Optimization exercise on an open flow, not production practice. RTL: at most simulated, not proved equivalent. Function not checked: runs 1 to 3 and 7. Power: default activity.

==> flow/design.v (outline; a module is shown in full before it is edited, if it fits) <==
// module tsfb_divider: 17 lines
// module tsfb_pipe: 25 lines
// module tsfb_mul_12x12: 495 lines
// module tsfb_mul_23x8: 597 lines
// module two_source_feather_blend: 210 lines
module two_source_feather_blend #(
  parameter int MAX_DIM = 4096,
  parameter bit      CUT_A = 1'b1,
  parameter bit      CUT_B = 1'b1,
  parameter bit      CUT_P = 1'b1,
  parameter bit      CUT_C = 1'b1,
  parameter bit [7:0] CUT_D = 8'b1111_1111
) (
  input  logic                              clk,
  input  logic                              rst,
  input  logic                              cfg_wen,
  input  logic [tsfb_pkg::REG_IDX_W-1:0]    cfg_index,
  input  logic [tsfb_pkg::REG_DATA_W-1:0]   cfg_data,
  input  logic                              s_tvalid,
  output logic                              s_tready,
  input  logic [tsfb_pkg::IN_DATA_W-1:0]    s_tdata,
  output logic                              m_tvalid,
  input  logic                              m_tready,
  output logic [tsfb_pkg::OUT_DATA_W-1:0]   m_tdata
);
  // ...
==> flow/run.sh <==
#!/bin/bash
# synth_recipe.tcl (not shown) runs the flow's synth.tcl, then flattens the netlist and writes it again
# the make line also repeats each setting of config.mk as NAME=value (left out here)
make -C /OpenROAD-flow-scripts/flow DESIGN_CONFIG=/design/flow/config.mk WORK_HOME=/design/flow/orfs CLKGATE_MAP_FILE= SYNTH_SCRIPT=/design/flow/synth_recipe.tcl finish
==> flow/config.mk <==
export PLATFORM = sky130hd
export DESIGN_NAME = two_source_feather_blend
export DESIGN_NICKNAME = two_source_feather_blend
export VERILOG_FILES = /design/flow/design.v
export SDC_FILE = /design/flow/constraint.sdc
export NUM_CORES = 4
export LEC_CHECK = 0
export CAP_MARGIN = 20
export CORE_MARGIN = 2
export CORE_UTILIZATION = 40
export SETUP_SLACK_MARGIN = 3.7
export SLEW_MARGIN = 20
==> flow/constraint.sdc <==
create_clock -name core_clock -period 7.5 [get_ports {clk}]
set_input_delay 1.5000 -clock core_clock [delete_from_list [all_inputs] [get_ports {clk}]]
set_output_delay 1.5000 -clock core_clock [all_outputs]
set_load 0.01 [all_outputs]
==> results.ini, run 1 <==
[status]
status=timing/DRC/antenna clean

[critical_path]
cp_max_fo=4
crit_start=u_cut_a.dq[95]$_SDFFCE_PP0N_
timing.critical_path.buf_inv=4
crit_arrival_ps=5980

[placed_design]
dp.cells=14459
dpl.hpwl_mm=229

[layout]
multi_input_comb_cells=7422
seq_cell_count=1727
clockBufferCount=229
multi_input_area_share_pct=46.8
seq-cell-share_pct=36.9
final-seq-area_mm2=0.0512
area_growth_pct=17.9
fillerInstances=26218

[power]
p_per_area_mw_per_mm2=530
clkPwrFrac_pct=13.1
finalPower_uw=73600

[grt]
grt_pass1_vias=84016
use_met1_pct=24.3

[yosys]
ys_seq_area_share_pct=43.4
async_reset_ff_share_pct=0
synth.most_common_cell=edfxtp_1
yosys_warnings=7
synth_compound_area_share_pct=11.0
synthTopCellsByArea=edfxtp_1, fa_1, ha_1

[route]
vias=79887
avgViaCountPerCell=5.23
avgRoutedWirePerCell_um=20.5

[timing]
fin_crit_sh_pct=71.9
fmax_mhz=185
holdWs_ps=332
final.setup.tns_ps=0

[floorplanning]
dieArea_mm2=0.299
top_level_ports=175
die_width_um=547

[clock_tree]
clockBufferDepth=4
cts.sink_count=1727

[hold_path]
hold_class=register to register
min-delay-start=u_cut_a.dq[17]$_DFFE_PN_

==> module two_source_feather_blend, before the edit <==
module two_source_feather_blend #(
  parameter int MAX_DIM = 4096,
  parameter bit      CUT_A = 1'b1,
  parameter bit      CUT_B = 1'b1,
  parameter bit      CUT_P = 1'b1,
  parameter bit      CUT_C = 1'b1,
  parameter bit [7:0] CUT_D = 8'b1111_1111
) (
  input  logic                              clk,
  input  logic                              rst,
  input  logic                              cfg_wen,
  input  logic [tsfb_pkg::REG_IDX_W-1:0]    cfg_index,
  input  logic [tsfb_pkg::REG_DATA_W-1:0]   cfg_data,
  input  logic                              s_tvalid,
  output logic                              s_tready,
  input  logic [tsfb_pkg::IN_DATA_W-1:0]    s_tdata,
  output logic                              m_tvalid,
  input  logic                              m_tready,
  output logic [tsfb_pkg::OUT_DATA_W-1:0]   m_tdata
);
  logic [12:0] dim [0:3];
  logic        alpha_mode;
  logic [12:0] cfg_clamped;
  assign cfg_clamped = (cfg_data > 13'(MAX_DIM)) ? 13'(MAX_DIM) : cfg_data;
  always_ff @(posedge clk) begin
    if (rst) begin
      dim[0] <= 13'd1024;
      dim[1] <= 13'd1024;
      dim[2] <= 13'd1024;
      dim[3] <= 13'd1024;
      alpha_mode <= 1'b0;
    end else if (cfg_wen) begin
      case (cfg_index)
        3'd0: dim[0] <= cfg_clamped;
        3'd1: dim[1] <= cfg_clamped;
        3'd2: dim[2] <= cfg_clamped;
        3'd3: dim[3] <= cfg_clamped;
        3'd4: alpha_mode <= cfg_data[0];
        default: ;
      endcase
    end
  end
  logic en;
  logic sv;
  assign en       = !sv;
  assign s_tready = en;
  logic [55:0] crd;
  assign crd = {s_tdata[87:60], s_tdata[27:0]};
  logic [3:0]  ax_in;
  logic [47:0] fac;
  for (genvar i = 0; i < 4; i++) begin : g_axis
    logic [13:0] c;
    logic [12:0] hi;
    assign c = crd[14*i +: 14];
    assign ax_in[i] = !c[13] && (c[12:0] < dim[i]);
    assign hi       = dim[i] - c[12:0];
    assign fac[12*i +: 12] = (c[12:0] < {1'b0, dim[i][12:1]}) ? 12'(c[11:0] + 12'd1) : hi[11:0];
  end
  logic [1:0]  nz0;
  logic [47:0] m0;
  assign nz0[0] = ax_in[0] && ax_in[1] && (!alpha_mode || s_tdata[59]);
  assign nz0[1] = ax_in[2] && ax_in[3] && (!alpha_mode || s_tdata[119]);
  assign m0 = alpha_mode ? {4{12'd1}} : fac;
  logic [50:0] ch0;
  for (genvar c = 0; c < 3; c++) begin : g_ch0
    logic [7:0] a;
    logic [7:0] b;
    logic       ge;
    assign a  = s_tdata[28 + 8*c +: 8];
    assign b  = s_tdata[88 + 8*c +: 8];
    assign ge = b >= a;
    assign ch0[17*c +: 17] = {ge, ge ? a : b, ge ? 8'(b - a) : 8'(a - b)};
  end
  localparam int WA = 2 + 48 + 51;
  logic          v1;
  logic [WA-1:0] pa;
  tsfb_pipe #(.W(WA), .CUT(CUT_A)) u_cut_a (
    .clk(clk), .rst(rst), .en(en), .vi(s_tvalid),
    .di({nz0, m0, ch0}), .vo(v1), .dq(pa));
  logic [1:0]  nz1;
  logic [47:0] m1;
  logic [50:0] ch1;
  assign {nz1, m1, ch1} = pa;
  logic [22:0] wt1_0;
  logic [22:0] wt1_1;
  logic [23:0] ws1_0;
  logic [23:0] wc1_0;
  logic [23:0] ws1_1;
  logic [23:0] wc1_1;
  logic [23:0] wp1_0;
  logic [23:0] wp1_1;
  tsfb_mul_12x12 u_mul_w0 (.a(m1[11:0]),  .b(m1[23:12]), .ps(ws1_0), .pc(wc1_0));
  tsfb_mul_12x12 u_mul_w1 (.a(m1[35:24]), .b(m1[47:36]), .ps(ws1_1), .pc(wc1_1));
  assign wp1_0 = ws1_0 + wc1_0;
  assign wp1_1 = ws1_1 + wc1_1;
  assign wt1_0 = nz1[0] ? wp1_0[22:0] : 23'd0;
  assign wt1_1 = nz1[1] ? wp1_1[22:0] : 23'd0;
  localparam int WB = 1 + 46 + 51;
  logic          v2;
  logic [WB-1:0] pb;
  tsfb_pipe #(.W(WB), .CUT(CUT_B)) u_cut_b (
    .clk(clk), .rst(rst), .en(en), .vi(v1),
    .di({|nz1, wt1_1, wt1_0, ch1}), .vo(v2), .dq(pb));
  logic        any2;
  logic [22:0] wt2_0;
  logic [22:0] wt2_1;
  logic [50:0] ch2;
  assign {any2, wt2_1, wt2_0, ch2} = pb;
  logic [23:0]  tot2;
  logic [185:0] prd2;
  logic [23:0]  lo2;
  assign tot2 = {1'b0, wt2_0} + {1'b0, wt2_1};
  for (genvar c = 0; c < 3; c++) begin : g_chan
    logic        ge;
    logic [7:0]  d;
    logic [22:0] wh;
    assign {ge, lo2[8*c +: 8], d} = ch2[17*c +: 17];
    assign wh = ge ? wt2_1 : wt2_0;
    tsfb_mul_23x8 u_mul_p (.a(wh), .b(d), .ps(prd2[62*c +: 31]), .pc(prd2[62*c + 31 +: 31]));
  end
  localparam int WP = 1 + 24 + 186 + 24;
  logic          v2p;
  logic [WP-1:0] pp;
  tsfb_pipe #(.W(WP), .CUT(CUT_P)) u_cut_p (
    .clk(clk), .rst(rst), .en(en), .vi(v2),
    .di({any2, tot2, prd2, lo2}), .vo(v2p), .dq(pp));
  logic         any2p;
  logic [23:0]  tot2p;
  logic [185:0] prd2p;
  logic [23:0]  lo2p;
  logic [95:0]  num2;
  assign {any2p, tot2p, prd2p, lo2p} = pp;
  for (genvar c = 0; c < 3; c++) begin : g_num
    logic [30:0] n;
    assign n = prd2p[62*c +: 31] + prd2p[62*c + 31 +: 31] + {8'd0, tot2p[23:1]};
    assign num2[32*c +: 32] = {1'b0, n};
  end
  localparam int WC = 1 + 24 + 96 + 24;
  logic          v3;
  logic [WC-1:0] pc;
  tsfb_pipe #(.W(WC), .CUT(CUT_C)) u_cut_c (
    .clk(clk), .rst(rst), .en(en), .vi(v2p),
    .di({any2p, tot2p, num2, lo2p}), .vo(v3), .dq(pc));
  localparam int WD = 1 + 24 + 96 + 24 + 24;
  logic [8:0]        vd;
  logic [9*WD-1:0]   bd;
  assign vd[0] = v3;
  assign bd[WD-1:0] = {pc[WC-1:24], 24'd0, pc[23:0]};
  for (genvar j = 0; j < 8; j++) begin : g_div
    localparam int K = 7 - j;
    logic        any_j;
    logic [23:0] den_j;
    logic [95:0] rem_j;
    logic [95:0] rem_n;
    logic [23:0] q_j;
    logic [23:0] q_n;
    logic [23:0] lo_j;
    assign {any_j, den_j, rem_j, q_j, lo_j} = bd[WD*j +: WD];
    for (genvar c = 0; c < 3; c++) begin : g_c
      logic qb;
      tsfb_divider #(.SH(K)) u_step (
        .r_in(rem_j[32*c +: 32]), .d(den_j), .r_out(rem_n[32*c +: 32]), .q(qb));
      if (K == 7) begin : g_top
        assign q_n[8*c +: 8] = {qb, q_j[8*c +: 7]};
      end else if (K == 0) begin : g_bot
        assign q_n[8*c +: 8] = {q_j[8*c+1 +: 7], qb};
      end else begin : g_mid
        assign q_n[8*c +: 8] = {q_j[8*c+K+1 +: 7-K], qb, q_j[8*c +: K]};
      end
    end
    tsfb_pipe #(.W(WD), .CUT(CUT_D[K])) u_cut_d (
      .clk(clk), .rst(rst), .en(en), .vi(vd[j]),
      .di({any_j, den_j, rem_n, q_n, lo_j}), .vo(vd[j+1]), .dq(bd[WD*(j+1) +: WD]));
  end
  logic        any8;
  logic [23:0] q8;
  logic [23:0] lo8;
  assign any8 = bd[9*WD-1];
  assign q8   = bd[8*WD+24 +: 24];
  assign lo8  = bd[8*WD +: 24];
  logic        last_v;
  logic [24:0] last_d;
  assign last_v = vd[8];
  assign last_d = {any8, 8'(lo8[23:16] + q8[23:16]), 8'(lo8[15:8] + q8[15:8]),
                   8'(lo8[7:0] + q8[7:0])};
  logic        ov;
  logic [24:0] od;
  logic [24:0] sd;
  always_ff @(posedge clk) begin
    if (rst) begin
      ov <= 1'b0;
      sv <= 1'b0;
    end else if (en) begin
      if (!ov || m_tready) ov <= last_v;
      else                 sv <= last_v;
    end else if (m_tready) begin
      ov <= 1'b1;
      sv <= 1'b0;
    end
  end
  always_ff @(posedge clk) begin
    if (en && (!ov || m_tready)) od <= last_d;
    else if (!en && m_tready)    od <= sd;
  end
  always_ff @(posedge clk) begin
    if (en && ov && !m_tready) sd <= last_d;
  end
  assign m_tvalid = ov;
  assign m_tdata  = od[24] ? {8'hff, od[23:0]} : 32'd0;
endmodule
==> run 2: changes to the inputs <==
--- a/flow/design.v
+++ b/flow/design.v
@@ -1163,6 +1163,7 @@
 module two_source_feather_blend #(
   parameter int MAX_DIM = 4096,
   parameter bit      CUT_A = 1'b1,
+  parameter bit      CUT_R = 1'b1,
   parameter bit      CUT_B = 1'b1,
   parameter bit      CUT_P = 1'b1,
   parameter bit      CUT_C = 1'b1,
@@ -1243,35 +1244,45 @@
   logic [47:0] m1;
   logic [50:0] ch1;
   assign {nz1, m1, ch1} = pa;
-  logic [22:0] wt1_0;
-  logic [22:0] wt1_1;
   logic [23:0] ws1_0;
   logic [23:0] wc1_0;
   logic [23:0] ws1_1;
   logic [23:0] wc1_1;
+  tsfb_mul_12x12 u_mul_w0 (.a(nz1[0] ? m1[11:0]  : 12'd0), .b(m1[23:12]), .ps(ws1_0), .pc(wc1_0));
+  tsfb_mul_12x12 u_mul_w1 (.a(nz1[1] ? m1[35:24] : 12'd0), .b(m1[47:36]), .ps(ws1_1), .pc(wc1_1));
+  localparam int WR = 1 + 96 + 51;
+  logic          v1r;
+  logic [WR-1:0] pr;
+  tsfb_pipe #(.W(WR), .CUT(CUT_R)) u_cut_r (
+    .clk(clk), .rst(rst), .en(en), .vi(v1),
+    .di({|nz1, wc1_1, ws1_1, wc1_0, ws1_0, ch1}), .vo(v1r), .dq(pr));
+  logic        any1r;
+  logic [23:0] ws1r_0;
+  logic [23:0] wc1r_0;
+  logic [23:0] ws1r_1;
+  logic [23:0] wc1r_1;
+  logic [50:0] ch1r;
+  assign {any1r, wc1r_1, ws1r_1, wc1r_0, ws1r_0, ch1r} = pr;
   logic [23:0] wp1_0;
   logic [23:0] wp1_1;
-  tsfb_mul_12x12 u_mul_w0 (.a(m1[11:0]),  .b(m1[23:12]), .ps(ws1_0), .pc(wc1_0));
-  tsfb_mul_12x12 u_mul_w1 (.a(m1[35:24]), .b(m1[47:36]), .ps(ws1_1), .pc(wc1_1));
-  assign wp1_0 = ws1_0 + wc1_0;
-  assign wp1_1 = ws1_1 + wc1_1;
-  assign wt1_0 = nz1[0] ? wp1_0[22:0] : 23'd0;
-  assign wt1_1 = nz1[1] ? wp1_1[22:0] : 23'd0;
-  localparam int WB = 1 + 46 + 51;
+  logic [23:0] tot1;
+  assign wp1_0 = ws1r_0 + wc1r_0;
+  assign wp1_1 = ws1r_1 + wc1r_1;
+  assign tot1  = ws1r_0 + wc1r_0 + ws1r_1 + wc1r_1;
+  localparam int WB = 1 + 24 + 46 + 51;
   logic          v2;
   logic [WB-1:0] pb;
   tsfb_pipe #(.W(WB), .CUT(CUT_B)) u_cut_b (
-    .clk(clk), .rst(rst), .en(en), .vi(v1),
-    .di({|nz1, wt1_1, wt1_0, ch1}), .vo(v2), .dq(pb));
+    .clk(clk), .rst(rst), .en(en), .vi(v1r),
+    .di({any1r, tot1, wp1_1[22:0], wp1_0[22:0], ch1r}), .vo(v2), .dq(pb));
   logic        any2;
+  logic [23:0] tot2;
   logic [22:0] wt2_0;
   logic [22:0] wt2_1;
   logic [50:0] ch2;
-  assign {any2, wt2_1, wt2_0, ch2} = pb;
-  logic [23:0]  tot2;
+  assign {any2, tot2, wt2_1, wt2_0, ch2} = pb;
   logic [185:0] prd2;
   logic [23:0]  lo2;
-  assign tot2 = {1'b0, wt2_0} + {1'b0, wt2_1};
   for (genvar c = 0; c < 3; c++) begin : g_chan
     logic        ge;
     logic [7:0]  d;
--- a/flow/config.mk
+++ b/flow/config.mk
@@ -7,6 +7,6 @@
 export LEC_CHECK = 0
 export CAP_MARGIN = 20
 export CORE_MARGIN = 2
-export CORE_UTILIZATION = 40
+export CORE_UTILIZATION = 55
 export SETUP_SLACK_MARGIN = 3.7
 export SLEW_MARGIN = 20
==> run 2 against run 1 <==
Effect of this change: still clean; via count up 5.7%; first-iteration DRC count rose by 16%; non-clock buffer count is 65 higher; clock skew down 34 ps.
==> results.ini, run 2 <==
[critical_path]
startpoint_type=register  ; unchanged
slowest_delay_ps=480  ; was 550 ps
cp_cell_sequence=ha_1 -> a21o_1 -> a211oi_2 -> buf_4 -> o21ai_2 -> nand3_1 -> a311oi_1 -> o21ai_0 -> nand2b_1 -> a21oi_1 -> xnor2_2 -> inv_1 -> fa_1 -> inv_1 -> ha_1 -> a21o_1 -> a21o_1 -> a21oi_2 -> o31ai_4 -> a31oi_1 -> xor2_1 -> xnor2_1  ; was nand2_1 -> fa_1 -> fa_2 -> inv_2 -> fa_2 -> fa_1 -> inv_2 -> fa_1 -> inv_2 -> ha_4 -> and2_4 -> a221o_1 -> buf_4 -> a31oi_4 -> o21ai_4 -> o2111a_1 -> o21ai_1 -> nand2b_1 -> a21oi_2 -> xnor2_1 -> and2_1
worstPathRequired_ps=8140  ; was 8090 ps
crit_arrival_ps=5440  ; was 5980 ps
cp_max_fo=4  ; unchanged
worstSetupEndpointType=register  ; unchanged
slowest_stage=fa_1  ; was fa_2
path_common_cell=a21o_1
critPathKind=register to register  ; unchanged

[timing]
slew_headroom_pct=22.0  ; was 25.3%
fin_crit_sh_pct=63.9  ; was 71.9%
fmax_mhz=209  ; was 185 MHz
fin_skew_ps=60.7  ; was 94.5 ps
tightest_slew_ps=1170  ; was 1120 ps
drv_slew=0  ; unchanged
final.setup.tns_ps=0  ; unchanged
fin_crit_ps=4790  ; was 5390 ps
hold_viol=0  ; unchanged
finalSetupViolCount=0  ; unchanged
rsz0062_at_grt=yes  ; unchanged

[grt]
antenna_found_initial=15  ; was 21
grt_pass1_vias=87069  ; was 84016
track_usage_pct=28.8  ; was 20.5%
gr-total-overflow=0  ; unchanged
grt_pass1_wl_mm=505  ; was 479 mm
grt_max_degree=164  ; was 160

[yosys]
ys_types=85  ; was 94
synth_fp_nets=12666  ; was 12372
synth-seq-cells=1894  ; was 1727
synthTopCellsByArea=edfxtp_1, fa_1, ha_1  ; unchanged
synthFlopType=edfxtp_1  ; unchanged
synth_commonest_cells=edfxtp_1, inv_1, ha_1  ; unchanged
synth_top_area_share_pct=44.1  ; was 42.3%
yosys_warnings=8  ; was 7
netlist_area_mm2=0.124  ; was 0.118 mm²
yosys.area.top_type=edfxtp_1  ; unchanged
syn_inst=10821  ; was 10550
synth-edff-count=1826  ; was 1660
synth.avg_cell_area_um2=11.5  ; was 11.2 µm²
async_reset_ff_share_pct=0  ; unchanged
ys_seq_area_share_pct=45.1  ; was 43.4%
synth.most_common_cell=edfxtp_1  ; unchanged

[placed_design]
io_buffers=160  ; unchanged
dp.cells=13784  ; was 14459
dpl.hpwl_mm=240  ; was 229 mm
gp_congestion=0.920  ; was 0.897

[layout]
area_growth_pct=18.3  ; was 17.9%
drive_above_1_share_pct=15.8  ; was 14.4%
layout_commonest_cell=edfxtp_1  ; unchanged
final_cells=14663  ; was 15278
top_regs=g_div.u_cut_d.dq x1043, u_cut_p.dq x226  ; was g_div.u_cut_d.dq x1043, u_cut_p.dq x226, u_cut_c.dq x142
layout_common_cells=edfxtp_1, inv_1, ha_1, nand2_1, fa_1  ; unchanged
largest_reg_flops=1043  ; unchanged
largest-register=g_div.u_cut_d.dq  ; unchanged
nets=13340  ; was 13010

[route]
avgViaCountPerCell=5.76  ; was 5.23
wl_met1_mm=126  ; about the same
avgRoutedWirePerCell_um=23.2  ; was 20.5 µm
vias=84404  ; was 79887
topRoutingLayerUsed=met5  ; unchanged
drt_iter0_drc=5298  ; was 4562
drc=0  ; unchanged
wl_mm=340  ; was 313 mm
firstDrtPassIters=6  ; was 5
dr_wl_met2_mm=179  ; was 160 mm
dr_wl_met3_mm=12.5  ; was 10.1 mm
ant_nets=0  ; unchanged

[power]
peakVddDrop_v=0.000301  ; was 0.000599 V
leakage_uw=0.0635  ; was 0.0585 µW
p_per_area_mw_per_mm2=453  ; was 530 mW/mm²

[floorplanning]
core_area_mm2=0.225  ; was 0.294 mm²
die_h_um=480  ; was 547 µm
start_util_pct=55.3  ; was 40.1%
dieArea_mm2=0.230  ; was 0.299 mm²
die_width_um=480  ; was 547 µm
rows=174  ; was 199
top_level_ports=175  ; unchanged

[clock_tree]
path_clk_slew_ps=70  ; was 60 ps
postCtsHoldBufs=0  ; unchanged
clkLatencyLatePin_ps=900  ; about the same
clockRootBuffer=clkbuf_16  ; unchanged
cts_made_buffers=204  ; was 200
cts.sink_count=1894  ; was 1727
tritoncts=yes  ; unchanged
clockBufferDepth=3  ; was 4
htree_levels=4  ; unchanged

[job]
max_cap_viol_count=0  ; unchanged

[hold_path]
hold_class=register to register  ; unchanged

[status]
status=timing/DRC/antenna clean  ; unchanged

run 2: cell count changes after synthesis, sizes merged, moves of 42 or more:
cell | before | now
edfxtp | 1660 | 1826
and2 | 439 | 248
nand2 | 936 | 866
nor2 | 516 | 402
o21ai | 490 | 558
and3 | 66 | 306
xor2 | 209 | 251
a21oi | 696 | 652
run 2: kinds of logic (layout without fill, tap and decap cells):
family,count (synthesis),count (layout),synth area share [%]
AOI/OAI and AO/OA,2120,2120,10.7
other,0,4,0
DFF,1894,1894,45.1
adders and majority gates,1704,1704,21.4
muxes,346,346,3.04
and+or+nand+nor,2653,2653,10.7
buffers and inverters,1471,2317,4.55
xor gates and xnor gates,633,633,4.45
run 2: path summary, 6_finish.rpt:
kind                       startpoint                         to  slack, ps  cells past startpoint
min reg2reg  u_cut_p.dq[22]$_DFFE_PN_   u_cut_c.dq[22]$_DFFE_PN_        380                      0
min          u_cut_p.dq[22]$_DFFE_PN_   u_cut_c.dq[22]$_DFFE_PN_        380                      0
max reg2reg  u_cut_r.dq[77]$_DFFE_PN_  u_cut_b.dq[120]$_DFFE_PN_       2710                     22
max          u_cut_r.dq[77]$_DFFE_PN_  u_cut_b.dq[120]$_DFFE_PN_       2710                     22
run 2: timing repair:
item,in CTS,in global routing
endpoints found under the setup margin,664,660
gates cloned,55,21
pin swaps,301,212
setup buffers,245,173
gates resized for setup,895,510
run 2: cell type report:
class                   count  area [µm²]
repair buffers            740        8840
flip-flops and latches   1894       56200
diodes                      4        10.0
well taps                2992        3740
clock buffers             251        5310
multi-input cells        7456       67000
clock inverters           127        1580
fillers                 16807       77700
inverters                1199        4510
run 2: metrics by stage:
stage / cell area (µm²) / setup slack (ps) / hold slack [ps] / utilization (%) / total power [µW]
floorplan: 124000 / -20190 / 400 / - / 37600
global placement: 129000 / 2060 / 400 / 57.5 / 45100
detailed placement: 130000 / 2050 / 405 / 57.6 / 45800
CTS: 143000 / 2670 / 379 / 63.7 / 63400
global route: 147000 / 2450 / 390 / 65.4 / 70300
finish: 147000 / 2710 / 378 / 65.4 / 66700
run 2: critical path: cells and delay by family (launching register included):
kind | cells | cell delay (ps)
and+or+nand+nor | 2 | 250
buffers and inverters | 3 | 300
AOI/OAI and AO/OA | 11 | 1940
DFF | 1 | 430
adders and majority gates | 3 | 1130
xor gates and xnor gates | 3 | 480
run 2: report_power, final:
part	switching [µW]	internal [µW]
clock network	4360	5860
registers	2120	16300
logic	20600	17500
total	27000	39600
run 2: metal layers:
layer  GRT usage (%)  up-vias
li1                -    39472
met1            32.4    41945
met3            3.28      857
met4            14.8        8
met2            53.3     2122
met5               0        -
==> run 3: changes to the inputs <==
--- a/flow/config.mk
+++ b/flow/config.mk
@@ -7,6 +7,6 @@
 export LEC_CHECK = 0
 export CAP_MARGIN = 20
 export CORE_MARGIN = 2
-export CORE_UTILIZATION = 55
+export CORE_UTILIZATION = 40
 export SETUP_SLACK_MARGIN = 3.7
 export SLEW_MARGIN = 20
==> run 3 against run 2 <==
Effect of this change: still clean on timing, DRC and antenna; synthesized cell count unchanged; fmax down 0.23%; global-route usage down 7.7 points; via count about the same; sequential power about the same; clock power about the same; die area up 37%; clock skew up 27 ps; area after synthesis unchanged; critical path type unchanged.
==> results.ini, run 3 <==
[clock_tree]
clockRootBuffer=clkbuf_16  ; unchanged
cts_made_buffers=212  ; was 204
clkLatencyLatePin_ps=910  ; was 900 ps
clockBufferDepth=4  ; was 3
cts.sink_count=1894  ; unchanged
tritoncts=yes  ; unchanged
postCtsHoldBufs=0  ; unchanged
htree_levels=4  ; unchanged
path_clk_slew_ps=60  ; was 70 ps

[route]
avgRoutedWirePerCell_um=21.9  ; was 23.2 µm
wl_mm=348  ; was 340 mm
vias=84370  ; was 84404
drt_iter0_drc=5093  ; was 5298
drc=0  ; unchanged
avgViaCountPerCell=5.32  ; was 5.76
ant_nets=0  ; unchanged
firstDrtPassIters=5  ; was 6

[power]
leakage_uw=0.0643  ; was 0.0635 µW
p_per_area_mw_per_mm2=452  ; was 453 mW/mm²
peakVddDrop_v=0.000320  ; was 0.000301 V

[floorplanning]
top_level_ports=175  ; unchanged
dieArea_mm2=0.316  ; was 0.230 mm²
die_width_um=562  ; was 480 µm
die_h_um=562  ; was 480 µm
start_util_pct=40.2  ; was 55.3%
core_area_mm2=0.309  ; was 0.225 mm²
rows=204  ; was 174

[timing]
drv_slew=0  ; unchanged
tightest_slew_ps=1170  ; about the same
fin_skew_ps=88.0  ; was 60.7 ps
slew_headroom_pct=21.7  ; was 22.0%
fin_crit_sh_pct=64.1  ; was 63.9%
final.setup.tns_ps=0  ; unchanged
fmax_mhz=208  ; was 209 MHz
hold_viol=0  ; unchanged
finalSetupViolCount=0  ; unchanged
fin_crit_ps=4810  ; was 4790 ps
rsz0062_at_grt=yes  ; unchanged

[grt]
met2_usage_pct=40.3  ; was 53.3%
grt.met3_usage_pct=2.20  ; was 3.28%
use_met1_pct=22.6  ; was 32.4%
antenna_found_initial=8  ; was 15
busiest_layer=met2  ; unchanged
track_usage_pct=21.1  ; was 28.8%
grt_pass1_wl_mm=513  ; was 505 mm
gr-total-overflow=0  ; unchanged
grt_max_degree=192  ; was 164
grt_pass1_vias=89039  ; was 87069

[placed_design]
io_buffers=160  ; unchanged
dpl.hpwl_mm=243  ; was 240 mm
place_area_mm2=0.131  ; was 0.130 mm²
gp_congestion=0.902  ; was 0.920

[layout]
top_regs=g_div.u_cut_d.dq x1043, u_cut_p.dq x226  ; unchanged
largest-register=g_div.u_cut_d.dq  ; unchanged
design_area_mm2=0.150  ; was 0.147 mm²
nets=13413  ; was 13340
drive_above_1_share_pct=16.6  ; was 15.8%
layout_common_cells=edfxtp_1, inv_1, ha_1, nand2_1, fa_1  ; unchanged
area_growth_pct=20.2  ; was 18.3%
largest_reg_flops=1043  ; unchanged
layout_commonest_cell=edfxtp_1  ; unchanged

[yosys]
synth_fp_nets=12666  ; unchanged
syn_inst=10821  ; unchanged
yosys_warnings=8  ; unchanged
ys_seq_area_share_pct=45.1  ; unchanged
synthFlopType=edfxtp_1  ; unchanged
synth_commonest_cells=edfxtp_1, inv_1, ha_1  ; unchanged
synth-seq-cells=1894  ; unchanged
synth_top_area_share_pct=44.1  ; unchanged
yosys.area.top_type=edfxtp_1  ; unchanged
synth.avg_cell_area_um2=11.5  ; unchanged
ys_types=85  ; unchanged
synth-edff-count=1826  ; unchanged
synthTopCellsByArea=edfxtp_1, fa_1, ha_1  ; unchanged
synth.most_common_cell=edfxtp_1  ; unchanged
async_reset_ff_share_pct=0  ; unchanged
netlist_area_mm2=0.124  ; unchanged

[critical_path]
worstSetupEndpointType=register  ; unchanged
startpoint_type=register  ; unchanged
cp_max_fo=2  ; was 4
crit_arrival_ps=5400  ; was 5440 ps
worstPathRequired_ps=8100  ; was 8140 ps
critPathKind=register to register  ; unchanged

[status]
status=timing/DRC/antenna clean  ; unchanged

[hold_path]
hold_class=register to register  ; unchanged

[job]
max_cap_viol_count=0  ; unchanged

run 3: cell families (layout without fill, tap and decap cells):
| kind of cell | Yosys count | in the layout | synth area share (%) |
|---|---|---|---|
| compound gates | 2120 | 2121 | 10.7 |
| xor+xnor | 633 | 633 | 4.45 |
| fa+ha+maj | 1704 | 1704 | 21.4 |
| buf+inv | 1471 | 2389 | 4.55 |
| flops | 1894 | 1894 | 45.1 |
| mux | 346 | 346 | 3.04 |
| other cells | 0 | 5 | 0 |
| simple gates | 2653 | 2653 | 10.7 |
run 3: worst paths after layout:
| check | start | to | slack [ps] | cells after the start |
|---|---|---|---|---|
| min reg2reg | u_cut_c.dq[59]$_DFFE_PN_ | g_div[0].u_cut_d.dq[83]$_DFFE_PN_ | 350 | 0 |
| min | u_cut_c.dq[59]$_DFFE_PN_ | g_div[0].u_cut_d.dq[83]$_DFFE_PN_ | 350 | 0 |
| max reg2reg | u_cut_r.dq[76]$_DFFE_PN_ | u_cut_b.dq[120]$_DFFE_PN_ | 2690 | 22 |
| max | u_cut_r.dq[76]$_DFFE_PN_ | u_cut_b.dq[120]$_DFFE_PN_ | 2690 | 22 |
run 3: power by group:
part	switching (µW)	total, µW	leakage, µW	internal, µW
Clock	4380	10500	0.00338	6140
Combinational	20900	38700	0.0398	17800
Sequential	2140	18500	0.0211	16300
run 3: worst max-delay path: stages (launching register included):
cell      delay [ps]
edfxtp_1         380
ha_2             220
fa_2             390
a21oi_2          170
o211ai_1         130
a31oi_2          230
o21ai_2          100
a41o_1           300
or2_4            260
xnor2_2          160
inv_1             80
fa_1             500
inv_2             50
ha_4             150
a21o_1           180
a21o_1           180
a21o_1           200
a21o_1           190
a21oi_2          140
o31ai_2          100
a31oi_1          190
xor2_1           190
xnor2_1           90
run 3: per-layer routing:
| metal | vias up | wire, µm |
|---|---|---|
| li1 | 39655 | - |
| met1 | 41863 | 127000 |
| met2 | 1933 | 188000 |
| met3 | 915 | 10700 |
| met4 | 4 | 22600 |
| met5 | - | 30 |
run 3: what timing repair did:
| item | CTS | global route |
|---|---|---|
| pin swaps | 304 | 217 |
| buffers inserted | 341 | 156 |
| resized for setup | 998 | 558 |
| cloned | 54 | 24 |
| setup endpoints to repair | 1001 | 745 |
run 3: area by class of cell:
type                            count  area (µm²)
Fill cell                       27113      160000
Multi-Input combinational cell   7457       67400
Sequential cell                  1894       56200
Timing Repair Buffer              804        9390
Clock buffer                      253        5550
Tap cell                         4120        5150
Inverter                         1199        4520
Clock inverter                    133        1430
Antenna cell                        5        12.5
run 3: per-stage QoR:
stage / worst slack [ps] / instances / utilization, % / power (µW) / hold slack (ps)
floorplan: -20190 / 10821 / - / 37600 / 400
global route: 2460 / 15861 / 48.4 / 71400 / 336
CTS: 2670 / 15674 / 47.0 / 64200 / 337
detailed placement: 1710 / 14893 / 42.3 / 45800 / 405
global placement: 1720 / 14893 / 42.3 / 45100 / 401
finish: 2690 / 15865 / 48.4 / 67600 / 346
==> run 4: changes to the inputs <==
--- a/flow/design.v
+++ b/flow/design.v
@@ -1265,24 +1265,23 @@
   assign {any1r, wc1r_1, ws1r_1, wc1r_0, ws1r_0, ch1r} = pr;
   logic [23:0] wp1_0;
   logic [23:0] wp1_1;
-  logic [23:0] tot1;
   assign wp1_0 = ws1r_0 + wc1r_0;
   assign wp1_1 = ws1r_1 + wc1r_1;
-  assign tot1  = ws1r_0 + wc1r_0 + ws1r_1 + wc1r_1;
-  localparam int WB = 1 + 24 + 46 + 51;
+  localparam int WB = 1 + 46 + 51;
   logic          v2;
   logic [WB-1:0] pb;
   tsfb_pipe #(.W(WB), .CUT(CUT_B)) u_cut_b (
     .clk(clk), .rst(rst), .en(en), .vi(v1r),
-    .di({any1r, tot1, wp1_1[22:0], wp1_0[22:0], ch1r}), .vo(v2), .dq(pb));
+    .di({any1r, wp1_1[22:0], wp1_0[22:0], ch1r}), .vo(v2), .dq(pb));
   logic        any2;
-  logic [23:0] tot2;
   logic [22:0] wt2_0;
   logic [22:0] wt2_1;
   logic [50:0] ch2;
-  assign {any2, tot2, wt2_1, wt2_0, ch2} = pb;
+  assign {any2, wt2_1, wt2_0, ch2} = pb;
+  logic [23:0]  tot2;
   logic [185:0] prd2;
   logic [23:0]  lo2;
+  assign tot2 = {1'b0, wt2_0} + {1'b0, wt2_1};
   for (genvar c = 0; c < 3; c++) begin : g_chan
     logic        ge;
     logic [7:0]  d;
--- a/flow/config.mk
+++ b/flow/config.mk
@@ -7,6 +7,6 @@
 export LEC_CHECK = 0
 export CAP_MARGIN = 20
 export CORE_MARGIN = 2
-export CORE_UTILIZATION = 40
-export SETUP_SLACK_MARGIN = 3.7
+export CORE_UTILIZATION = 50
+export SETUP_SLACK_MARGIN = 4.0
 export SLEW_MARGIN = 20
==> run 4 against run 3 <==
Effect of this change: combinational power down 5.7%; critical endpoint is now u_cut_c.dq[83]$_DFFE_PN_; die area is 20% lower; still clean on timing, DRC and antenna; utilization increased by 14 points; largest power group unchanged.
==> results.ini, run 4 <==
[yosys]
synthTopCellsByArea=edfxtp_1, fa_1, ha_1  ; unchanged
synth_top_family_by_area=adder cells  ; unchanged
synth_compound_area_share_pct=10.6  ; was 10.7%
synth_top_area_share_pct=43.7  ; was 44.1%
async_reset_ff_share_pct=0  ; unchanged
ys_seq_area_share_pct=44.8  ; was 45.1%
synth_fp_nets=12643  ; was 12666
netlist_area_mm2=0.124  ; about the same
synth-seq-cells=1870  ; was 1894
muxShareOfSynthArea_pct=3.38  ; was 3.04%
yosys_warnings=8  ; unchanged
yosys.area_share.adder_pct=21.1  ; was 21.4%
synth-xor-area-share_pct=4.44  ; was 4.45%
syn_inst=10821  ; unchanged
ys_types=108  ; was 85
synth.avg_cell_area_um2=11.5  ; about the same
synthFlopType=edfxtp_1  ; unchanged
synthSimpleGateAreaFrac_pct=11.1  ; was 10.7%
synth-edff-count=1802  ; was 1826
yosys.area.top_type=edfxtp_1  ; unchanged
synth.most_common_cell=edfxtp_1  ; unchanged
synth_commonest_cells=edfxtp_1, inv_1, ha_1  ; unchanged

[layout]
layout_common_cells=edfxtp_1, inv_1, ha_1, nand2_1, a21oi_1  ; was edfxtp_1, inv_1, ha_1, nand2_1, fa_1
largest-register=g_div.u_cut_d.dq  ; unchanged
drive_above_1_share_pct=22.8  ; was 16.6%
top_regs=g_div.u_cut_d.dq x1043, u_cut_p.dq x226  ; unchanged
nets=13597  ; was 13413
area_growth_pct=23.3  ; was 20.2%
layout_commonest_cell=edfxtp_1  ; unchanged
largest_reg_flops=1043  ; unchanged
design_area_mm2=0.153  ; was 0.150 mm²

[critical_path]
reg2reg_to=u_cut_c.dq[83]$_DFFE_PN_  ; was u_cut_b.dq[120]$_DFFE_PN_
critPathKind=register to register  ; unchanged
cp_max_fo=4  ; was 2
startpoint_type=register  ; unchanged
worstPathRequired_ps=8070  ; was 8100 ps
ff2ff_path_depth=17  ; was 22
rrSetupSlack_ps=3530  ; was 2690 ps
worstReg2RegStart=u_cut_p.dq[212]$_DFFE_PN_  ; was u_cut_r.dq[76]$_DFFE_PN_
crit_start=u_cut_p.dq[212]$_DFFE_PN_  ; was u_cut_r.dq[76]$_DFFE_PN_
worstSetupEndpointType=register  ; unchanged
crit_arrival_ps=4540  ; was 5400 ps

[placed_design]
place_area_mm2=0.129  ; was 0.131 mm²
io_buffers=160  ; unchanged
gp_congestion=0.919  ; was 0.902
dpl.hpwl_mm=243  ; about the same

[clock_tree]
tritoncts=yes  ; unchanged
cts_made_buffers=205  ; was 212
htree_levels=4  ; unchanged
clkLatencyLatePin_ps=900  ; was 910 ps
clockBufferDepth=3  ; was 4
cts.sink_count=1870  ; was 1894
clockRootBuffer=clkbuf_16  ; unchanged
path_clk_slew_ps=60  ; about the same
postCtsHoldBufs=0  ; unchanged

[timing]
fmax_mhz=252  ; was 208 MHz
rsz0062_at_grt=yes  ; unchanged
holdWs_ps=393  ; was 346 ps
drv_slew=0  ; unchanged
fin_skew_ps=74.8  ; was 88.0 ps
tightest_slew_ps=1270  ; was 1170 ps
fin_crit_ps=3970  ; was 4810 ps
slew_headroom_pct=14.9  ; was 21.7%
fin_crit_sh_pct=52.9  ; was 64.1%
finalSetupViolCount=0  ; unchanged
hold_viol=0  ; unchanged
final.setup.tns_ps=0  ; unchanged

[floorplanning]
start_util_pct=50.3  ; was 40.2%
dieArea_mm2=0.252  ; was 0.316 mm²
die_width_um=502  ; was 562 µm
rows=182  ; was 204
die_h_um=502  ; was 562 µm
core_area_mm2=0.246  ; was 0.309 mm²
top_level_ports=175  ; unchanged

[power]
clkPwrFrac_pct=16.3  ; was 15.6%
p_seq_share_pct=27.4  ; was 27.3%
p_sw_uw=25700  ; was 27400 µW
p_comb_share_pct=56.3  ; was 57.2%
peakVddDrop_v=0.000315  ; was 0.000320 V
leakage_uw=0.0648  ; was 0.0643 µW
swShare_pct=39.6  ; was 40.5%
p_per_area_mw_per_mm2=425  ; was 452 mW/mm²
p_int_uw=39200  ; was 40300 µW

[grt]
grt_max_degree=197  ; was 192
track_usage_pct=27.2  ; was 21.1%
antenna_found_initial=17  ; was 8
gr-total-overflow=0  ; unchanged
grt_pass1_vias=88430  ; was 89039
grt_pass1_wl_mm=518  ; was 513 mm

[job]
max_cap_viol_count=0  ; unchanged

[route]
avgViaCountPerCell=5.56  ; was 5.32
wl_mm=352  ; was 348 mm
ant_nets=0  ; unchanged
vias=84935  ; was 84370
avgRoutedWirePerCell_um=23.1  ; was 21.9 µm
drt_iter0_drc=4930  ; was 5093
firstDrtPassIters=5  ; unchanged
drc=0  ; unchanged

[hold_path]
min-delay-start=g_div[4].u_cut_d.dq[4]$_DFFE_PN_  ; was u_cut_c.dq[59]$_DFFE_PN_
whs_path_depth=0  ; unchanged
min_to=g_div[5].u_cut_d.dq[4]$_DFFE_PN_  ; was g_div[0].u_cut_d.dq[83]$_DFFE_PN_
hold_class=register to register  ; unchanged

[status]
status=timing/DRC/antenna clean  ; unchanged

## run 4: cell count changes in the layout (fill, tap and decap cells not counted), sizes merged, moves of 27 or more
cell and delta:
nor2 +111, nand3 +70, o21ai -95, a21oi +34, and3 -49, and2 -117, nor3 +53, a211oi -27
buf +234, mux2i +36, nor2b +208, nand2 -186
## run 4: power groups by stage
stage / registers [µW] / logic, µW / clock network (µW)
after floorplan: 16800 / 18800 / 0
after global placement: 18000 / 24500 / 0
after detailed placement: 18000 / 24900 / 0
after CTS: 17800 / 33000 / 10800
after global routing: 18100 / 39100 / 11300
final: 17800 / 36500 / 10600
## run 4: cell type report
cell class                 instances  area, µm²
sequential                      1870      55500
clock buffer                     240       5310
fill                           19034      93400
timing repair buffer            1029      12100
tap                             3312       4140
inverter                        1199       4510
clock inverter                   145       1890
timing repair inverter             1       7.51
antenna                            7       17.5
multi-input combinational       7469      69400
## run 4: worst max-delay path, cell delays in order, from the launching register on
cell and delay, ps:
edfxtp_1 380, buf_6 150, buf_4 130, fa_1 460
ha_2 200, inv_2 60, fa_2 210, nor2b_1 50
o21ai_1 180, a21o_1 190, a21oi_2 70, buf_6 140
a2111oi_4 390, o211a_1 320, o21ai_4 100, a2111oi_4 370
nor3_2 110, xor2_2 180
## run 4: cell families (layout without fill, tap and decap cells)
family                   count (synthesis)  count (layout)
AO/OA/AOI/OAI                         2045            2048
other                                    0               7
buffers and inverters                 1485            2614
XOR/XNOR                               628             628
AND/OR/NAND/NOR                       2728            2728
flip-flops                            1870            1870
multiplexers                           384             384
adder cells (fa/ha/maj)               1681            1681
## run 4: worst max path at each step
stage	end	slack [ps]	cells after the start
2_1_floorplan	g_div[0].u_cut_d.dq[0]$_DFFE_PN_	-19830	2
3_3_place_gp	u_cut_a.dq[22]$_DFFE_PN_	2370	13
3_5_place_dp	u_cut_a.dq[23]$_DFFE_PN_	2380	13
4_1_cts	u_cut_c.dq[117]$_DFFE_PN_	3580	16
5_1_grt	u_cut_c.dq[117]$_DFFE_PN_	3410	16
6_report	u_cut_c.dq[83]$_DFFE_PN_	3530	17
## run 4: metal layers
layer | routed length (µm) | vias up | global-route usage (%)
met1 | 124000 | 41940 | 28.4
met5 | 83 | - | 0
met2 | 188000 | 2085 | 51.4
met3 | 11700 | 953 | 3.28
li1 | - | 39945 | -
met4 | 28000 | 12 | 17.0
## run 4: through the flow
stage	utilization, %	total power (µW)	setup slack, ps	std cells
floorplan	-	35600	-19830	10821
global placement	52.4	42400	2370	14075
detailed placement	52.4	42900	2380	14075
CTS	59.8	61600	3580	15020
global route	62.1	68400	3410	15270
finish	62.1	65000	3530	15272
## run 4: what timing repair did
item                                    4_1_cts  5_1_grt
resized for setup                          1300      968
gates cloned                                 60       22
endpoints found under the setup margin     1141     1103
pin swaps                                   329      428
setup buffers                               500      220
Testbench counts of run 4, summed over its fixed seeds: cycles 15,072.
==> run 5: changes to the inputs <==
--- a/flow/config.mk
+++ b/flow/config.mk
@@ -5,8 +5,9 @@
 export SDC_FILE = /design/flow/constraint.sdc
 export NUM_CORES = 4
 export LEC_CHECK = 0
+export ABC_AREA = 1
 export CAP_MARGIN = 20
 export CORE_MARGIN = 2
-export CORE_UTILIZATION = 50
-export SETUP_SLACK_MARGIN = 4.0
+export CORE_UTILIZATION = 40
+export SETUP_SLACK_MARGIN = 3.7
 export SLEW_MARGIN = 20
==> run 5 against run 4 <==
Effect of this change: cell count grew 46%; highest routed layer unchanged; worst hold slack improved by 15 ps; non-clock buffer count decreased by 806; fmax increased by 6.8%; largest cell class unchanged; via count increased by 28%; flip-flop and latch count did not move; final area grew 1.8%.
==> results.ini, run 5 <==
[layout]
largest_reg_flops=1043  ; unchanged
nets=19135  ; was 13597
final_cells=22222  ; was 15272
layout_common_cells=nand2_1, inv_1, nor2_1, edfxtp_1, ha_1  ; was edfxtp_1, inv_1, ha_1, nand2_1, a21oi_1
area_growth_pct=9.88  ; was 23.3%
multi_input_area_mm2=0.0725  ; was 0.0694 mm²
fillerInstances=35286  ; was 19034
final-seq-area_mm2=0.0555  ; unchanged
layout_commonest_cell=nand2_1  ; was edfxtp_1
top_regs=g_div.u_cut_d.dq x1043, u_cut_p.dq x226  ; unchanged
design_area_mm2=0.155  ; was 0.153 mm²
drive_above_1_share_pct=5.47  ; was 22.8%
largest-register=g_div.u_cut_d.dq  ; unchanged

[floorplanning]
core_area_mm2=0.352  ; was 0.246 mm²
start_util_pct=40.1  ; was 50.3%
die_h_um=599  ; was 502 µm
die_width_um=599  ; was 502 µm
dieArea_mm2=0.358  ; was 0.252 mm²
rows=218  ; was 182
top_level_ports=175  ; unchanged

[status]
status=timing/DRC/antenna clean  ; unchanged

[yosys]
yosys.area.top_type=edfxtp_1  ; unchanged
synth_commonest_cells=nand2_1, inv_1, nor2_1  ; was edfxtp_1, inv_1, ha_1
synth_top_area_share_pct=38.2  ; was 43.7%
synth.avg_cell_area_um2=8.27  ; was 11.5 µm²
synthTopCellsByArea=edfxtp_1, nand2_1, fa_1  ; was edfxtp_1, fa_1, ha_1
synth-seq-cells=1870  ; unchanged
synthFlopType=edfxtp_1  ; unchanged
synth_fp_nets=18920  ; was 12643
synth-edff-count=1802  ; unchanged
netlist_area_mm2=0.141  ; was 0.124 mm²
syn_inst=17098  ; was 10821
synth.most_common_cell=nand2_1  ; was edfxtp_1
ys_seq_area_share_pct=39.2  ; was 44.8%
async_reset_ff_share_pct=0  ; unchanged
ys_types=51  ; was 108
yosys_warnings=8  ; unchanged

[timing]
hold_viol=0  ; unchanged
final.setup.tns_ps=0  ; unchanged
fin_skew_ps=56.3  ; was 74.8 ps
fin_crit_ps=3720  ; was 3970 ps
fmax_mhz=269  ; was 252 MHz
slew_headroom_pct=29.8  ; was 14.9%
fin_crit_sh_pct=49.6  ; was 52.9%
worst_slack_ps=3780  ; was 3530 ps
finalSetupViolCount=0  ; unchanged
drv_slew=0  ; unchanged
rsz0062_at_grt=yes  ; unchanged
tightest_slew_ps=1050  ; was 1270 ps

[placed_design]
gp_congestion=1.01  ; was 0.919
dp.cells=21814  ; was 14075
dpl.hpwl_mm=336  ; was 243 mm
place_area_mm2=0.148  ; was 0.129 mm²
dp_slack_ps=3070  ; was 2380 ps
io_buffers=160  ; unchanged

[critical_path]
slowest_stage=fa_1  ; unchanged
slowest_delay_ps=540  ; was 460 ps
path_common_cell=fa_1
worstReg2RegStart=u_cut_a.dq[100]$_DFFE_PN_  ; was u_cut_p.dq[212]$_DFFE_PN_
crit_arrival_ps=4400  ; was 4540 ps
crit_start=u_cut_a.dq[100]$_DFFE_PN_  ; was u_cut_p.dq[212]$_DFFE_PN_
critPathKind=register to register  ; unchanged
ff2ff_path_depth=11  ; was 17
worstPathRequired_ps=8180  ; was 8070 ps
startpoint_type=register  ; unchanged
cp_cell_sequence=buf_12 -> buf_4 -> nand2_4 -> nor2_1 -> fa_1 -> inv_1 -> fa_1 -> fa_1 -> fa_1 -> inv_1 -> fa_1  ; was buf_6 -> buf_4 -> fa_1 -> ha_2 -> inv_2 -> fa_2 -> nor2b_1 -> o21ai_1 -> a21o_1 -> a21oi_2 -> buf_6 -> a2111oi_4 -> o211a_1 -> o21ai_4 -> a2111oi_4 -> nor3_2 -> xor2_2
cp_max_fo=11  ; was 4
worstSetupEndpointType=register  ; unchanged

[route]
avgViaCountPerCell=4.89  ; was 5.56
firstDrtPassIters=7  ; was 5
drt_iter0_drc=7335  ; was 4930
wl_mm=408  ; was 352 mm
drc=0  ; unchanged
ant_nets=0  ; unchanged
avgRoutedWirePerCell_um=18.4  ; was 23.1 µm
vias=108700  ; was 84935

[job]
max_cap_viol_count=0  ; unchanged

[grt]
grt_pass1_wl_mm=620  ; was 518 mm
track_usage_pct=22.6  ; was 27.2%
antenna_found_initial=21  ; was 17
grt_max_degree=173  ; was 197
gr-total-overflow=0  ; unchanged
grt_pass1_vias=105057  ; was 88430

[power]
peakVddDrop_v=0.000252  ; was 0.000315 V
p_per_area_mw_per_mm2=428  ; was 425 mW/mm²
leakage_uw=0.0756  ; was 0.0648 µW

[hold_path]
min-delay-start=g_div[0].u_cut_d.dq[31]$_DFFE_PN_  ; was g_div[4].u_cut_d.dq[4]$_DFFE_PN_
whs_path_depth=0  ; unchanged
hold_class=register to register  ; unchanged

[clock_tree]
clockRootBuffer=clkbuf_16  ; unchanged
clkLatencyLatePin_ps=920  ; was 900 ps
clockBufferDepth=4  ; was 3
cts_made_buffers=207  ; was 205
postCtsHoldBufs=0  ; unchanged
path_clk_slew_ps=60  ; about the same
cts.sink_count=1870  ; unchanged
htree_levels=4  ; unchanged
tritoncts=yes  ; unchanged

-- run 5: path summary, 6_finish.rpt --
| check | slack (ps) | endpoint |
|---|---|---|
| hold / removal | 410 | g_div[1].u_cut_d.dq[31]$_DFFE_PN_ |
| setup / recovery | 3780 | u_cut_r.dq[134]$_DFFE_PN_ |
| setup reg to reg | 3780 | u_cut_r.dq[134]$_DFFE_PN_ |
| hold reg to reg | 410 | g_div[1].u_cut_d.dq[31]$_DFFE_PN_ |
-- run 5: logic make-up after synthesis --
kind of cell             Yosys count  synth area share [%]
AND/OR/NAND/NOR                 8363                  24.9
flip-flops                      1870                  39.2
AO/OA/AOI/OAI                   1344                  5.51
XOR/XNOR                         360                  2.23
adder cells (fa/ha/maj)         1681                  18.5
buffers and inverters           3480                  9.72
-- run 5: where the power goes --
part           switching [µW]  internal [µW]
logic                   24500          12500
clock network            4490           6010
registers                2410          16700
total                   31300          35300
-- run 5: cell type report --
type	instances	share of cell area [%]
multi-input cells	11748	46.7
flip-flops and latches	1870	35.7
inverters	3263	7.89
well taps	4730	3.81
clock buffers	245	3.48
repair buffers	223	1.45
clock inverters	139	1.02
diodes	4	0.00644
-- run 5: what timing repair did --
item | in CTS | in global routing
endpoints found under the hold margin | 0 | 0
resized for setup | 40 | 42
pin swaps | 0 | 1
endpoints found under the setup margin | 98 | 86
buffers inserted | 10 | 7
-- run 5: worst max-delay path: cells and delay by family, from the launching register on --
family        cells  cell delay, ps
fa+ha+maj         5            2390
flops             1             430
buf+inv           4             430
simple gates      2             230
-- run 5: per-stage QoR --
stage | utilization, % | hold WS [ps] | total power [µW]
after detailed placement | 42.0 | 405 | 56100
final | 44.1 | 408 | 66600
after global placement | 42.0 | 400 | 55600
after floorplan | - | 400 | 45800
after global routing | 44.1 | 416 | 72500
after CTS | 44.0 | 400 | 66800
-- run 5: layer usage --
metal	GRT usage, %	share of wire (%)
met5	0	0.0096
met3	2.26	4.2
met1	27.9	41
met2	39.1	48
met4	12.2	6.4
==> run 6: changes to the inputs <==
--- a/flow/config.mk
+++ b/flow/config.mk
@@ -5,7 +5,6 @@
 export SDC_FILE = /design/flow/constraint.sdc
 export NUM_CORES = 4
 export LEC_CHECK = 0
-export ABC_AREA = 1
 export CAP_MARGIN = 20
 export CORE_MARGIN = 2
 export CORE_UTILIZATION = 40
==> run 6 against run 5 <==
Effect of this change: register-to-register slack worse by 160 ps; flip-flop and latch count stayed put; critical endpoint is now u_cut_c.dq[117]$_DFFE_PN_; final area is 8.4% lower; clock skew is 27 ps higher; still clean on timing, DRC and antenna; critical path depth is 6 higher.
==> results.ini, run 6 <==
[hold_path]
hold_class=register to register  ; unchanged
min-delay-start=g_div[4].u_cut_d.dq[18]$_DFFE_PN_  ; was g_div[0].u_cut_d.dq[31]$_DFFE_PN_

[timing]
tightest_slew_ps=1110  ; was 1050 ps
slew_headroom_pct=26.1  ; was 29.8%
fmax_mhz=258  ; was 269 MHz
drv_slew=0  ; unchanged
holdWs_ps=380  ; was 408 ps
fin_skew_ps=83.4  ; was 56.3 ps
final.setup.tns_ps=0  ; unchanged
worst_slack_ps=3620  ; was 3780 ps
rsz0062_at_grt=yes  ; unchanged
fin_crit_ps=3880  ; was 3720 ps
hold_viol=0  ; unchanged
finalSetupViolCount=0  ; unchanged
fin_crit_sh_pct=51.7  ; was 49.6%

[clock_tree]
cts_made_buffers=215  ; was 207
tritoncts=yes  ; unchanged
clockBufferDepth=4  ; unchanged
clockRootBuffer=clkbuf_16  ; unchanged
cts.sink_count=1870  ; unchanged
htree_levels=4  ; unchanged
path_clk_slew_ps=60  ; about the same
clkLatencyLatePin_ps=900  ; was 920 ps

[grt]
track_usage_pct=19.4  ; was 22.6%
antenna_found_initial=20  ; was 21
gr-total-overflow=0  ; unchanged
grt_max_degree=166  ; was 173
grt_pass1_vias=84631  ; was 105057
grt_pass1_wl_mm=479  ; was 620 mm

[placed_design]
dp.cells=14879  ; was 21814
io_buffers=160  ; unchanged
dpl.hpwl_mm=239  ; was 336 mm
gp_congestion=0.901  ; was 1.01
dp_slack_ps=2320  ; was 3070 ps

[route]
firstDrtPassIters=5  ; was 7
drc=0  ; unchanged
avgViaCountPerCell=5.23  ; was 4.89
wl_mm=317  ; was 408 mm
vias=81199  ; was 108700
avgRoutedWirePerCell_um=20.4  ; was 18.4 µm
drt_iter0_drc=4564  ; was 7335
ant_nets=0  ; unchanged

[power]
clkPwrFrac_pct=18.6  ; was 15.8%
p_per_area_mw_per_mm2=394  ; was 428 mW/mm²
p_seq_share_pct=31.6  ; was 28.7%
peakVddDrop_v=0.000266  ; was 0.000252 V
leakage_uw=0.0598  ; was 0.0756 µW
p_int_uw=34300  ; was 35300 µW
swShare_pct=38.9  ; was 47.1%
p_sw_uw=21900  ; was 31300 µW
p_comb_share_pct=49.8  ; was 55.5%

[yosys]
syn_inst=10821  ; was 17098
synth_top_area_share_pct=43.7  ; was 38.2%
async_reset_ff_share_pct=0  ; unchanged
synth.avg_cell_area_um2=11.5  ; was 8.27 µm²
synth_commonest_cells=edfxtp_1, inv_1, ha_1  ; was nand2_1, inv_1, nor2_1
synth-seq-cells=1870  ; unchanged
netlist_area_mm2=0.124  ; was 0.141 mm²
synthFlopType=edfxtp_1  ; unchanged
synth-edff-count=1802  ; unchanged
yosys.area.top_type=edfxtp_1  ; unchanged
synth_fp_nets=12643  ; was 18920
synth.most_common_cell=edfxtp_1  ; was nand2_1
ys_seq_area_share_pct=44.8  ; was 39.2%
yosys_warnings=8  ; unchanged
synthTopCellsByArea=edfxtp_1, fa_1, ha_1  ; was edfxtp_1, nand2_1, fa_1
ys_types=108  ; was 51

[critical_path]
worstSetupEndpointType=register  ; unchanged
cp_max_fo=3  ; was 11
slowest_stage=fa_1  ; unchanged
timing.critical_path.buf_inv=4  ; unchanged
crit_start=u_cut_p.dq[212]$_DFFE_PN_  ; was u_cut_a.dq[100]$_DFFE_PN_
slowest_delay_ps=460  ; was 540 ps
cp_cell_sequence=buf_6 -> fa_1 -> ha_2 -> inv_2 -> fa_2 -> nor2b_1 -> o21a_1 -> o21ai_2 -> a21oi_2 -> a41oi_2 -> o31ai_2 -> buf_4 -> o41a_1 -> buf_6 -> a21o_4 -> a31oi_4 -> xnor2_1  ; was buf_12 -> buf_4 -> nand2_4 -> nor2_1 -> fa_1 -> inv_1 -> fa_1 -> fa_1 -> fa_1 -> inv_1 -> fa_1
rrSetupSlack_ps=3620  ; was 3780 ps
path_common_cell=buf_6  ; was fa_1
startpoint_type=register  ; unchanged
worstReg2RegStart=u_cut_p.dq[212]$_DFFE_PN_  ; was u_cut_a.dq[100]$_DFFE_PN_
critPathKind=register to register  ; unchanged
crit_family=compound AO/OA/AOI/OAI gates  ; was adder cells
worstPathRequired_ps=8120  ; was 8180 ps
crit_arrival_ps=4500  ; was 4400 ps

[layout]
top_regs=g_div.u_cut_d.dq x1043, u_cut_p.dq x226  ; unchanged
layout_commonest_cell=edfxtp_1  ; was nand2_1
layout_common_cells=edfxtp_1, inv_1, ha_1, nand2_1, fa_1  ; was nand2_1, inv_1, nor2_1, edfxtp_1, ha_1
drive_above_1_share_pct=10.9  ; was 5.47%
multi_input_area_mm2=0.0650  ; was 0.0725 mm²
nets=13070  ; was 19135
final-seq-area_mm2=0.0555  ; about the same
fillerInstances=27623  ; was 35286
final_cells=15535  ; was 22222
largest-register=g_div.u_cut_d.dq  ; unchanged
largest_reg_flops=1043  ; unchanged
area_growth_pct=14.9  ; was 9.88%

[floorplanning]
top_level_ports=175  ; unchanged
rows=204  ; was 218
start_util_pct=40.2  ; was 40.1%
core_area_mm2=0.309  ; was 0.352 mm²
die_h_um=561  ; was 599 µm
die_width_um=561  ; was 599 µm
dieArea_mm2=0.314  ; was 0.358 mm²

[status]
status=timing/DRC/antenna clean  ; unchanged

[job]
max_cap_viol_count=0  ; unchanged

==> run 6: worst paths after layout <==
check | to | cells past startpoint
min reg2reg | g_div[5].u_cut_d.dq[18]$_DFFE_PN_ | 0
min | g_div[5].u_cut_d.dq[18]$_DFFE_PN_ | 0
max | u_cut_c.dq[117]$_DFFE_PN_ | 17
max reg2reg | u_cut_c.dq[117]$_DFFE_PN_ | 17
==> run 6: what timing repair did <==
item	4_1_cts	5_1_grt
gates resized for setup	305	233
hold buffers	0	0
cloned	8	17
pin swaps	80	101
buffers inserted	107	139
endpoints found under the setup margin	881	565
==> run 6: kinds of logic (layout without fill, tap and decap cells) <==
group | after synthesis | count (layout) | share of synthesized area (%)
simple gates | 2728 | 2728 | 11.1
compound gates | 2045 | 2053 | 10.6
flops | 1870 | 1870 | 44.8
fa+ha+maj | 1681 | 1681 | 21.1
buf+inv | 1485 | 2067 | 4.66
xor+xnor | 628 | 628 | 4.44
mux | 384 | 384 | 3.38
other cells | 0 | 4 | 0
==> run 6: power groups by stage <==
| stage | sequential, µW | combinational, µW | clock, µW |
|---|---|---|---|
| after floorplan | 16800 | 18800 | 0 |
| after global placement | 18000 | 24200 | 0 |
| after detailed placement | 18000 | 24700 | 0 |
| after CTS | 17800 | 26300 | 10700 |
| after global routing | 18000 | 30600 | 11100 |
| final | 17800 | 27900 | 10400 |
==> run 6: metrics by stage <==
stage                     power (µW)  cell area (µm²)  util [%]
final                          56100           142000      46.1
after global routing           59800           142000      46.1
after CTS                      54900           140000      45.3
after detailed placement       42700           130000      42.2
after global placement         42200           130000      42.2
after floorplan                35600           124000         -
==> run 6: area by class of cell <==
class                   count  area share [%]
flip-flops and latches   1870            39.0
clock inverters           121           0.887
well taps                4120            3.62
clock buffers             259            3.99
multi-input cells        7474            45.7
repair buffers            488            3.69
diodes                      4         0.00703
inverters                1199            3.17
==> run 6: metal layers <==
metal / vias up / GRT usage, % / wire, µm
li1: 38947 / - / -
met1: 39844 / 21.9 / 122000
met2: 1661 / 35.8 / 165000
met3: 715 / 2.56 / 10600
met4: 32 / 9.58 / 19100
met5: - / 0 / 192
==> run 7: changes to the inputs <==
--- a/flow/design.v
+++ b/flow/design.v
@@ -1203,10 +1203,13 @@
       endcase
     end
   end
-  logic en;
-  logic sv;
-  assign en       = !sv;
-  assign s_tready = en;
+  localparam int FIFO_D = 16;
+  logic       en;
+  logic [4:0] occ;
+  assign en       = 1'b1;
+  assign s_tready = occ < 5'(FIFO_D);
+  logic acc_hs;
+  assign acc_hs = s_tvalid && s_tready;
   logic [55:0] crd;
   assign crd = {s_tdata[87:60], s_tdata[27:0]};
   logic [3:0]  ax_in;
@@ -1238,7 +1241,7 @@
   logic          v1;
   logic [WA-1:0] pa;
   tsfb_pipe #(.W(WA), .CUT(CUT_A)) u_cut_a (
-    .clk(clk), .rst(rst), .en(en), .vi(s_tvalid),
+    .clk(clk), .rst(rst), .en(en), .vi(acc_hs),
     .di({nz0, m0, ch0}), .vo(v1), .dq(pa));
   logic [1:0]  nz1;
   logic [47:0] m1;
@@ -1355,28 +1358,32 @@
   assign last_v = vd[8];
   assign last_d = {any8, 8'(lo8[23:16] + q8[23:16]), 8'(lo8[15:8] + q8[15:8]),
                    8'(lo8[7:0] + q8[7:0])};
-  logic        ov;
-  logic [24:0] od;
-  logic [24:0] sd;
+  logic [24:0] fifo_mem [0:FIFO_D-1];
+  logic [3:0]  wr_ptr;
+  logic [3:0]  rd_ptr;
+  logic [4:0]  fifo_cnt;
+  logic        out_hs;
+  assign out_hs = m_tvalid && m_tready;
   always_ff @(posedge clk) begin
     if (rst) begin
-      ov <= 1'b0;
-      sv <= 1'b0;
-    end else if (en) begin
-      if (!ov || m_tready) ov <= last_v;
-      else                 sv <= last_v;
-    end else if (m_tready) begin
-      ov <= 1'b1;
-      sv <= 1'b0;
+      occ      <= 5'd0;
+      wr_ptr   <= 4'd0;
+      rd_ptr   <= 4'd0;
+      fifo_cnt <= 5'd0;
+    end else begin
+      occ      <= occ + 5'(acc_hs) - 5'(out_hs);
+      wr_ptr   <= wr_ptr + 4'(last_v);
+      rd_ptr   <= rd_ptr + 4'(out_hs);
+      fifo_cnt <= fifo_cnt + 5'(last_v) - 5'(out_hs);
     end
   end
-  always_ff @(posedge clk) begin
-    if (en && (!ov || m_tready)) od <= last_d;
-    else if (!en && m_tready)    od <= sd;
-  end
-  always_ff @(posedge clk) begin
-    if (en && ov && !m_tready) sd <= last_d;
+  for (genvar e = 0; e < FIFO_D; e++) begin : g_fifo
+    always_ff @(posedge clk) begin
+      if (last_v && wr_ptr == 4'(e)) fifo_mem[e] <= last_d;
+    end
   end
-  assign m_tvalid = ov;
-  assign m_tdata  = od[24] ? {8'hff, od[23:0]} : 32'd0;
+  logic [24:0] head;
+  assign head     = fifo_mem[rd_ptr];
+  assign m_tvalid = fifo_cnt != 5'd0;
+  assign m_tdata  = head[24] ? {8'hff, head[23:0]} : 32'd0;
 endmodule
==> run 7 against run 6 <==
Effect of this change: still clean; non-clock buffer count decreased by 148; synthesized cell count increased by 7.2%; first-iteration DRC count is 17% higher; combinational power down 4%.
==> results.ini, run 7 <==
[layout]
area_growth_pct=14.6  ; was 14.9%
multi_input_area_mm2=0.0669  ; was 0.0650 mm²
nets=13707  ; was 13070
final_cells=16015  ; was 15535
fin_util_pct=46.1  ; about the same
final-seq-area_mm2=0.0488  ; was 0.0555 mm²

[power]
leakage_uw=0.0580  ; was 0.0598 µW
p_per_area_mw_per_mm2=416  ; was 394 mW/mm²
peakVddDrop_v=0.000241  ; was 0.000266 V

[yosys]
synth.most_common_cell=dfxtp_1  ; was edfxtp_1
synth-seq-cells=2236  ; was 1870
synthTopCellsByArea=dfxtp_1, fa_1, ha_1  ; was edfxtp_1, fa_1, ha_1
synth.avg_cell_area_um2=10.3  ; was 11.5 µm²
synth_commonest_cells=dfxtp_1, inv_1, ha_1  ; was edfxtp_1, inv_1, ha_1
syn_inst=11600  ; was 10821
synth_fp_nets=13439  ; was 12643
ys_types=93  ; was 108

[timing]
final.setup.tns_ps=0  ; unchanged
rsz0062_at_grt=yes  ; unchanged
worst_slack_ps=2750  ; was 3620 ps
hold_viol=0  ; unchanged
tightest_slew_ps=1190  ; was 1110 ps
fin_skew_ps=156  ; was 83.4 ps
slew_headroom_pct=20.5  ; was 26.1%
drv_slew=0  ; unchanged

[grt]
antenna_found_initial=18  ; was 20
grt_pass1_vias=87500  ; was 84631
track_usage_pct=20.3  ; was 19.4%

[route]
vias=83580  ; was 81199
drc=0  ; unchanged
avgViaCountPerCell=5.22  ; was 5.23
firstDrtPassIters=5  ; unchanged
ant_nets=0  ; unchanged

[floorplanning]
die_width_um=551  ; was 561 µm
dieArea_mm2=0.303  ; was 0.314 mm²
rows=200  ; was 204

[critical_path]
cp_cell_sequence=and2_1 -> a22oi_1 -> o221ai_2 -> o32ai_4 -> buf_4 -> buf_6 -> buf_4 -> nor3_4 -> buf_2  ; was buf_6 -> fa_1 -> ha_2 -> inv_2 -> fa_2 -> nor2b_1 -> o21a_1 -> o21ai_2 -> a21oi_2 -> a41oi_2 -> o31ai_2 -> buf_4 -> o41a_1 -> buf_6 -> a21o_4 -> a31oi_4 -> xnor2_1
path_common_cell=buf_4  ; was buf_6
crit_arrival_ps=3250  ; was 4500 ps
cp_max_fo=8  ; was 3
slowest_delay_ps=450  ; was 460 ps

[clock_tree]
postCtsHoldBufs=0  ; unchanged
tritoncts=yes  ; unchanged
clockBufferDepth=4  ; unchanged
path_clk_slew_ps=70  ; was 60 ps
cts_made_buffers=242  ; was 215

[status]
status=timing/DRC/antenna clean  ; unchanged

[placed_design]
io_buffers=160  ; unchanged
gp_congestion=0.893  ; was 0.901

run 7: final cells by class:
type                       instances  share of cell area [%]
antenna                            7                  0.0128
clock buffer                     320                    4.94
sequential                      2236                    35.6
tap                             3939                    3.60
inverter                        1210                    3.34
multi-input combinational       7838                    48.8
clock inverter                   125                    1.18
timing repair buffer             340                    2.50
run 7: cell families after synthesis:
family | after synthesis | synth area share [%]
adder cells (fa/ha/maj) | 1698 | 22.0
AND/OR/NAND/NOR | 2828 | 11.9
AO/OA/AOI/OAI | 2339 | 12.6
multiplexers | 331 | 3.08
XOR/XNOR | 638 | 4.67
flip-flops | 2236 | 40.8
buffers and inverters | 1530 | 4.91
run 7: metal layers:
layer | vias to the layer above | GRT usage [%] | wire length (µm)
li1 | 40075 | - | -
met5 | - | 0 | 30
met2 | 2131 | 36.5 | 156000
met1 | 40700 | 24.9 | 132000
met4 | 4 | 7.45 | 11900
met3 | 670 | 2.43 | 14500
run 7: critical path: cells and delay by family, from the launching register on:
| kind | cells | cell delay [ps] |
|---|---|---|
| simple gates | 2 | 720 |
| buf+inv | 4 | 590 |
| compound gates | 3 | 550 |
| flops | 1 | 440 |
run 7: what timing repair did:
item                                    4_1_cts  5_1_grt
endpoints found under the setup margin      455      392
gates resized for setup                     452      167
gates cloned                                  6        2
pin swaps                                    42       36
setup buffers                                62       31
run 7: through the flow:
stage	hold slack (ps)	area, µm²
3_5_place_dp	312	126000
3_3_place_gp	310	126000
4_1_cts	229	136000
6_report	237	137000
5_1_grt	235	137000
2_1_floorplan	310	120000
run 7: path summary, 6_finish.rpt:
path         cells past startpoint                            start                               to  slack [ps]
max                              9             rd_ptr[0]$_SDFF_PP0_                       m_tdata[2]        2750
min                              0  g_div[1].u_cut_d.dq[23]$_DFF_P_  g_div[2].u_cut_d.dq[23]$_DFF_P_         240
min reg2reg                      0  g_div[1].u_cut_d.dq[23]$_DFF_P_  g_div[2].u_cut_d.dq[23]$_DFF_P_         240
max reg2reg                     11          u_cut_p.dq[215]$_DFF_P_           u_cut_c.dq[45]$_DFF_P_        3790
run 7: power by group:
group / leakage, µW / internal, µW / switching (µW)
clock: 0.00409 / 7400 / 5010
sequential: 0.0189 / 15800 / 2040
combinational: 0.0351 / 11500 / 15100
